From an optimization exercise on the open Yosys and OpenROAD flow, aimed at small area, a short achievable clock period and few clock cycles per item; shortcuts taken in it are not production practice.
Function was checked by simulation only, so behaviour that the tests miss may differ from the original.

==> run a: inputs <==
## ex_stage
module ex_stage #(
  parameter int XLEN = 32
) (
  input  logic            clk,
  input  logic            rst_n,
  input  logic            id_valid,
  input  logic [XLEN-1:0] id_rs1_data,
  input  logic [XLEN-1:0] id_rs2_data,
  input  logic [XLEN-1:0] id_imm,
  input  logic            id_alu_src,
  input  logic [4:0]      id_alu_op,
  input  logic            id_mem_read,
  input  logic            id_mem_write,
  input  logic            id_reg_write,
  input  logic [4:0]      id_rd,
  input  logic            flush,
  output logic            ex_busy,
  output logic            exm_valid,
  output logic [XLEN-1:0] exm_alu_result,
  output logic [XLEN-1:0] exm_rs2_data,
  output logic            exm_mem_read,
  output logic            exm_mem_write,
  output logic            exm_reg_write,
  output logic [4:0]      exm_rd
);
  logic [XLEN-1:0] op_a, op_b, alu_res, md_res;
  logic [4:0]      op;
  logic            md_busy, accept, valid;
  logic            exm_valid_q, exm_mr_q, exm_mw_q, exm_rw_q;
  logic [XLEN-1:0] exm_res_q, exm_rs2_q;
  logic [4:0]      exm_rd_q;
  assign op    = id_alu_op;
  assign op_a  = id_rs1_data;
  assign op_b  = id_alu_src ? id_imm : id_rs2_data;
  assign valid = id_valid & ~flush;
  logic            sub;
  logic [XLEN+1:0] sum;
  logic            ltu, lts;
  assign sub = (op == ex_pkg::ALU_SUB) || (op == ex_pkg::ALU_SLT) || (op == ex_pkg::ALU_SLTU);
  logic            md_op, md_cin;
  logic [XLEN:0]   md_x, md_y;
  logic [XLEN:0]   ax, ay;
  logic            acin;
  assign ax   = md_op ? md_x : {1'b0, op_a};
  assign ay   = md_op ? md_y : {1'b0, op_b ^ {XLEN{sub}}};
  assign acin = md_op ? md_cin : sub;
  ...
Settings: LEC_CHECK=0, CAP_MARGIN=30, CORE_MARGIN=2, CORE_UTILIZATION=55, SETUP_SLACK_MARGIN=5, SLEW_MARGIN=20; clock period 12.0 ns.
standard.sh (not shown) runs the stock make flow with config.mk's settings and CLKGATE_MAP_FILE= SYNTH_SCRIPT=/design/flow/synth_recipe.tcl, a recipe that flattens the netlist after the stock synthesis.
==> flow/flow/run.sh <==
#!/bin/bash
# Own layout flow: the standard layout (standard.sh: unchanged synthesis,
# floorplan, placement, CTS and routing, constraint.sdc as given), with two
# changes to how the layout is made:
#  - the port buffers that buffer_ports inserts on every input and output
#    are plain buffers (buf_2) instead of the delay cell it picks by itself.
# The whole make output goes to standard_margin.log; ORFS also keeps each
# step's log under orfs/logs.
set -euo pipefail
MARGIN=5
sed -E "s/SETUP_SLACK_MARGIN=[0-9.]+/SETUP_SLACK_MARGIN=${MARGIN}/" standard.sh > standard_margin.sh
grep -q "SETUP_SLACK_MARGIN=${MARGIN}" standard_margin.sh
export BUFFER_PORTS_ARGS="-buffer_cell sky130_fd_sc_hd__buf_2"
bash standard_margin.sh > standard_margin.log 2>&1
test -f out/final.def
==> run b (differences from run a) <==
--- a/flow/design.v
+++ b/flow/design.v
@@ -164,62 +164,60 @@
   assign a_abs    = (a ^ {32{a_neg}}) + 32'(a_neg);
   assign b_abs    = (b ^ {32{b_neg}}) + 32'(b_neg);
   assign lz_a     = ex_pkg::clz32(s_q[31:0]);
   assign lz_b     = ex_pkg::clz32(c_q[31:0]);
   assign div0     = (c_q[31:0] == '0);
   assign triv     = div0 | (lz_a > lz_b);
   assign sh_in  = c_q[31:0];
   assign sh_amt = 5'(lz_b - lz_a);
-  logic [32:0] diff;
-  assign diff    = {1'b0, s_q[31:0]} - {1'b0, c_q[31:0]};
-  assign ge      = ~diff[32];
-  assign r_next  = ge ? diff[31:0] : s_q[31:0];
+  assign ge      = add_sum[32];
+  assign r_next  = ge ? add_sum[31:0] : s_q[31:0];
   assign q_next  = {q_q[30:0], ge};
-  logic neg_q;
   assign neg_res = d_rem ? a_neg : (a_neg ^ b_neg);
   assign dsel    = d_rem ? r_next : q_next;
   assign last    = iter_q & (cnt_q == 5'd0);
   assign div_res = fix_q ? add_sum[31:0] : (iter_q ? dsel : (d_rem ? a : {32{div0}}));
   logic [31:0] ap, aq, ar;
   logic        ay0;
   always_comb begin
     ap      = s_q[31:0];
     aq      = c_q[31:0];
     ar      = '0;
     ay0     = 1'b0;
     add_cin = 1'b1;
     if (mul_q) begin
       ar      = ext_q ? b : '0;
       ay0     = low[9] | low[8];
       add_cin = low[9];
-    end else begin
+    end else if (fix_q) begin
       ap      = ~s_q[31:0];
       aq      = '0;
+    end else begin
+      aq      = ~c_q[31:0];
     end
   end
   assign add_x   = {1'b0, ap ^ aq ^ ar};
   assign add_y   = {(ap & aq) | (ap & ar) | (aq & ar), ay0};
   assign add_own = active_q;
   always_comb begin
     busy = 1'b0;
     if (is_mul) busy = ~mul_fin;
-    else if (is_div) busy = ~(active_q & (fix_q | (last & ~neg_q) | (~iter_q & triv)));
+    else if (is_div) busy = ~(active_q & (fix_q | (last & ~neg_res) | (~iter_q & triv)));
   end
   assign result = mul_q ? mul_res : div_res;
   always_ff @(posedge clk or negedge rst_n) begin
     if (!rst_n) active_q <= 1'b0;
     else        active_q <= valid & busy;
   end
   always_ff @(posedge clk) begin
     if (!active_q) begin
       mul_q  <= is_mul;
       mulu_q <= is_mulu;
       ext_q  <= ext;
-      neg_q  <= neg_res;
     end
     if (is_mul) begin
       iter_q <= 1'b0;
       fix_q  <= 1'b0;
       cnt_q  <= 5'(step) + 5'd1;
       fin_q  <= mul_cut;
       s_q    <= s4[42:8];
       c_q    <= c4[42:8];
==> flow/run.sh (new file) <==
#!/bin/bash
# synth_recipe.tcl (not shown) runs the flow's synth.tcl, then flattens the netlist and writes it again
# the make line also repeats each setting of config.mk as NAME=value (left out here)
make -C /OpenROAD-flow-scripts/flow DESIGN_CONFIG=/design/flow/config.mk WORK_HOME=/design/flow/orfs CLKGATE_MAP_FILE= SYNTH_SCRIPT=/design/flow/synth_recipe.tcl finish
==> flow/config.mk (replaced) <==
export PLATFORM = sky130hd
export DESIGN_NAME = ex_stage
export DESIGN_NICKNAME = ex_stage
export VERILOG_FILES = /design/flow/design.v
export SDC_FILE = /design/flow/constraint.sdc
export NUM_CORES = 4
export LEC_CHECK = 0
export CAP_MARGIN = 30
export CORE_MARGIN = 2
export CORE_UTILIZATION = 40
export SETUP_SLACK_MARGIN = 5
export SLEW_MARGIN = 20
removed: flow/flow/run.sh
removed: flow/standard.sh
==> reports/qor.yml <==
setup_path:
  crit_fanout: 22
  critPathLaunch: "id_rs1_data[20]"
  cp.arrival_ns: 7.32
  endpoint: "u_md.s_q[0]"
synthesis:
  async_flop_share: 0.0251
  synth_compound_area_frac: 0.310
grt:
  grt_pass1_wl_um: 267000
run_status:
  status: "complete, no violations"
the above is filed under run a

==> reports/qor.yml <==
power_and_ir_drop:
  powerSeq_mw: 1.05
  power.share.combinational: 0.709
synthesis:
  synth_compound_area_frac: 0.322
  synth_top_area_frac: 0.106
  yosys.area.top_type: "fa_1"
setup_path:
  critPathLaunch: "u_md.s_q[3]"
  crit_fanout: 27
  endpoint: "exm_res_q[30]"
grt:
  grt_pass1_wl_um: 283000
clock_network:
  cts_sinks: 198
final_layout:
  final_util: 0.480
run_status:
  status: "complete, no violations"
the above is filed under run b

Testbench counts of run a, summed over its fixed seeds: cycles 37,365, items 24,000.
Testbench counts of run b, summed over its fixed seeds: cycles 37,365, items 24,000.

## what the ideal ports hide
How much do the figures lean on ideal ports? The routed layouts below were timed once more, with nothing changed but the port constraints. Step 1 assumes that a clkbuf_16 drives the clock port and a buf_2 every other input. Step 2 adds t to the input delays and takes it off the output delays; t is the mean of the earliest and latest rising clock arrival at the registers after step 1. Input paths then give back, and output paths get back, about the clock's delay inside the block. Three values: no drivers, after step 1, after step 2; two values: the first two.
| run | t, ns | setup slack, ns | hold WS [ns] | slew at the worst register clock pin (ns) | cell pins on the clock port's net |
|---|---|---|---|---|---|
| run a | 0.609 | 4.915 / 4.860 / 4.357 | 0.622 / 0.622 / 0.622 | 0.09 / 0.09 | 1 |
| run b | 0.632 | 4.729 / 4.729 / 4.317 | 0.594 / 0.594 / 0.594 | 0.11 / 0.11 | 1 |
After both steps setup and hold are still met in every run listed. The setup slack of run a, which loses most, moves by -0.055 ns with the drivers and by -0.558 ns with both steps.
